From an optimization exercise on the open Yosys and OpenROAD flow, aimed at small area, a short achievable clock period and few clock cycles per item; shortcuts taken in it are not production practice. The RTL was checked by simulation tests, not by an equivalence proof against the original design. Power figures rest on the tool's default switching activity, not on a simulated workload.

==> sierra <==
// apu_cluster
module apu_cluster (
   input  logic         clk_i,
   input  logic         rst_i,
   input  logic [3:0]   req_i,
   input  logic [3:0]   type_i,
   input  logic [7:0]   op_i,
   input  logic [127:0] operand_a_i,
   input  logic [127:0] operand_b_i,
   output logic [3:0]   ack_o,
   output logic [3:0]   valid_o,
   output logic [127:0] result_o
);
==> flow/config.mk <==
export PLATFORM = sky130hd
export DESIGN_NAME = apu_cluster
export DESIGN_NICKNAME = apu_cluster
export VERILOG_FILES = /design/flow/design.v
export SDC_FILE = /design/flow/constraint.sdc
export NUM_CORES = 4
export LEC_CHECK = 0
export CAP_MARGIN = 20
export CORE_MARGIN = 2
export CORE_UTILIZATION = 55
export CTS_CLUSTER_DIAMETER = 80
export CTS_CLUSTER_SIZE = 20
export PLACE_DENSITY = 0.7
export SETUP_SLACK_MARGIN = 5
export SLEW_MARGIN = 20
export TNS_END_PERCENT = 0
==> flow/constraint.sdc <==
create_clock -name core_clock -period 9.0 [get_ports {clk_i}]
set_input_delay 1.8000 -clock core_clock [delete_from_list [all_inputs] [get_ports {clk_i}]]
set_output_delay 1.8000 -clock core_clock [all_outputs]
set_load 0.01 [all_outputs]
standard.sh (not shown) runs the stock make flow with config.mk's settings and CLKGATE_MAP_FILE= SYNTH_SCRIPT=/design/flow/synth_recipe.tcl, a recipe that flattens the netlist after the stock synthesis.
==> flow/flow/run.sh <==
#!/bin/bash
# Own flow: the standard layout (standard.sh, unchanged synthesis and
# steps), with the port buffers made from sky130_fd_sc_hd__buf_1 instead of
# the delay buffer buffer_ports picks by default. Every input and output
# port still gets its own buffer.
set -euo pipefail
export BUFFER_PORTS_ARGS="-buffer_cell sky130_fd_sc_hd__buf_1"
bash standard.sh > standard_flow.log 2>&1
==> nickel: changes against sierra <==
CORE_UTILIZATION = 40   (was 55)
PLACE_DENSITY = 0.6   (was 0.7)
==> amber: changes against sierra <==
--- a/flow/design.v
+++ b/flow/design.v
@@ -46,15 +46,10 @@
    logic        ph_mul_q;    
    logic        ph_fa_q;     
    logic        ph_fin_q;    
    logic        busy;
    logic [4:0]  cnt_q;
-   logic        le16_q;      
-   logic        le28_q;      
-   logic        eq16_q;      
-   logic        eq28_q;      
-   logic        eq31_q;      
    logic        ack_q;
    logic        valid_q;
    logic        dneg_q;      
    logic        ext_q;       
    logic        rem_q;       
@@ -109,23 +104,23 @@
       end
    end
    assign x16 = {r_q[31:0], q_q[31:16]};
    assign x4  = {r_q[31:0], q_q[31:28]};
    always_comb begin
-      skip16 = ~rneg_q & d_suf[0] & le16_q & ~|x16[47:31];
-      skip4  = ~rneg_q & d_suf[0] & le28_q & ~|x4[35:31];
+      skip16 = ~rneg_q & d_suf[0] & (cnt_q <= 5'd16) & ~|x16[47:31];
+      skip4  = ~rneg_q & d_suf[0] & (cnt_q <= 5'd28) & ~|x4[35:31];
       for (int p = 0; p < 31; p++) begin
          skip16 = skip16 & (~x16[p] | d_suf[p+1]);
          skip4  = skip4  & (~x4[p]  | d_suf[p+1]);
       end
    end
    logic skip;
    logic rneg_nxt;           
    assign skip     = skip16 | skip4;
    assign rneg_nxt = ~skip & sneg;
    logic last_div;
-   assign last_div = skip16 ? eq16_q : skip4 ? eq28_q : eq31_q;
+   assign last_div = skip16 ? (cnt_q == 5'd16) : skip4 ? (cnt_q == 5'd28) : (cnt_q == 5'd31);
    function automatic logic [2:0] booth(input logic b1, input logic b0, input logic bm1);
       booth[2] = b1;
       booth[1] = (b1 & ~b0 & ~bm1) | (~b1 & b0 & bm1);
       booth[0] = b0 ^ bm1;
    endfunction
@@ -301,21 +296,10 @@
          cnt_q <= mcnt_nxt;
       end else if (ph_div_q) begin
          cnt_q <= cnt_q + (skip16 ? 5'd16 : skip4 ? 5'd4 : 5'd1);
       end
    end
-   logic [4:0] cmp_s1, cmp_s4, cmp_s16;
-   assign cmp_s1  = {cnt_q <= 5'd15, cnt_q <= 5'd27, cnt_q == 5'd15, cnt_q == 5'd27, cnt_q == 5'd30};
-   assign cmp_s4  = {cnt_q <= 5'd12, cnt_q <= 5'd24, cnt_q == 5'd12, cnt_q == 5'd24, cnt_q == 5'd27};
-   assign cmp_s16 = {cnt_q == 5'd0,  cnt_q <= 5'd12, cnt_q == 5'd0,  cnt_q == 5'd12, cnt_q == 5'd15};
-   always_ff @(posedge clk_i) begin
-      if (ph_div_q) begin
-         {le16_q, le28_q, eq16_q, eq28_q, eq31_q} <= skip16 ? cmp_s16 : skip4 ? cmp_s4 : cmp_s1;
-      end else begin
-         {le16_q, le28_q, eq16_q, eq28_q, eq31_q} <= 5'b11000;
-      end
-   end
    logic [32:0] r_sh8;
    assign r_sh8 = {{8{r_q[32]}}, r_q[32:8]};
    logic mstep;              
    logic mskip;              
    logic r_sum;              
CORE_UTILIZATION = 40   (was 55)
PLACE_DENSITY = 0.6   (was 0.7)
==> qor summary <==
Result of the run: sierra finished clean; nickel finished clean; amber finished clean
Leakage power figure: sierra 18.34 nW; nickel 18.35 nW; amber 17.67 nW
Horizontal extent of the die: sierra 289.3 um; nickel 338.6 um; amber 331.6 um
Number of distinct library cell variants in the gate-level netlist after synthesis: sierra 101; nickel 101; amber 108
Number of sequential storage elements: sierra 524; nickel 524; amber 504
Vias after detailed routing: sierra 48385; nickel 47963; amber 45663
Comb group: sierra 11.6 mW; nickel 11.5 mW; amber 10.3 mW
Non-clock buffer area fraction after layout: sierra 0.06097; nickel 0.05503; amber 0.05348
Fraction of final layout cells sized beyond drive strength 1: sierra 0.1270; nickel 0.1204; amber 0.1069
Startpoint of the most critical register-to-register path: sierra g_core[1].unit_i.r_q[17]; nickel g_core[2].unit_i.r_q[7]; amber g_core[2].unit_i.cnt_q[1]
Number of clock-tree buffers in the layout: sierra 47; nickel 54; amber 50
Crit-path max FO: sierra 17; nickel 9; amber 25
Clock tree cell share of total cell area: sierra 0.02661; nickel 0.03468; amber 0.03154
Count of multi-input combinational gates: sierra 4239; nickel 4239; amber 4009
Number of global-route vias before repair: sierra 44632; nickel 44634; amber 42360
Compound-cell area share of the yosys netlist: sierra 0.2960; nickel 0.2960; amber 0.2947
Total power per unit cell area: sierra 368.9 nW/um^2; nickel 370.4 nW/um^2; amber 360.0 nW/um^2
Detailed-routing wirelength on met1: sierra 71820 um; nickel 79220 um; amber 75730 um
Slowest stage delay, CP: sierra 0.84 ns; nickel 0.65 ns; amber 0.89 ns
Layout buffer count excluding clock buffers: sierra 563; nickel 546; amber 524
Depth of the worst register-to-register path: sierra 9; nickel 13; amber 9
Number of standard cells in the final layout excluding fillers: sierra 6636; nickel 7064; amber 6688
Core ar.: sierra 80550 sq um; nickel 110800 sq um; amber 106800 sq um
Testbench counts of sierra, summed over its fixed seeds: cycles 10,736, jobs 3,072.
Testbench counts of nickel, summed over its fixed seeds: cycles 10,736, jobs 3,072.
Testbench counts of amber, summed over its fixed seeds: cycles 10,736, jobs 3,072.

port drivers added, routing unchanged:
Ports are ideal in the flow. The routed layouts listed here were re-timed in OpenROAD.
Step 1: set_driving_cell puts a clkbuf_16 on clk_i and a buf_2 on each other input, an assumption about the parent block.
Step 2 moves the port delays by t, midway between the first and last clock arrival at a register: inputs arrive t later, outputs are due t later. That takes back most of the time a late clock gives input paths.
Slacks: ideal ports / drivers / drivers and shift; pairs: ideal ports / drivers.
run | t (ns) | setup WS [ns] | hold WS [ns]
sierra | 0.686 | 4.847 / 4.847 / 4.483 | 0.556 / 0.556 / 0.556
nickel | 0.732 | 4.843 / 4.843 / 4.430 | 0.532 / 0.532 / 0.532
amber | 0.704 | 4.671 / 4.671 / 4.671 | 0.509 / 0.509 / 0.509
After both steps setup and hold are still met in every run listed. The setup slack of nickel, which loses most, moves by 0.000 ns with the drivers and by -0.413 ns with both steps.
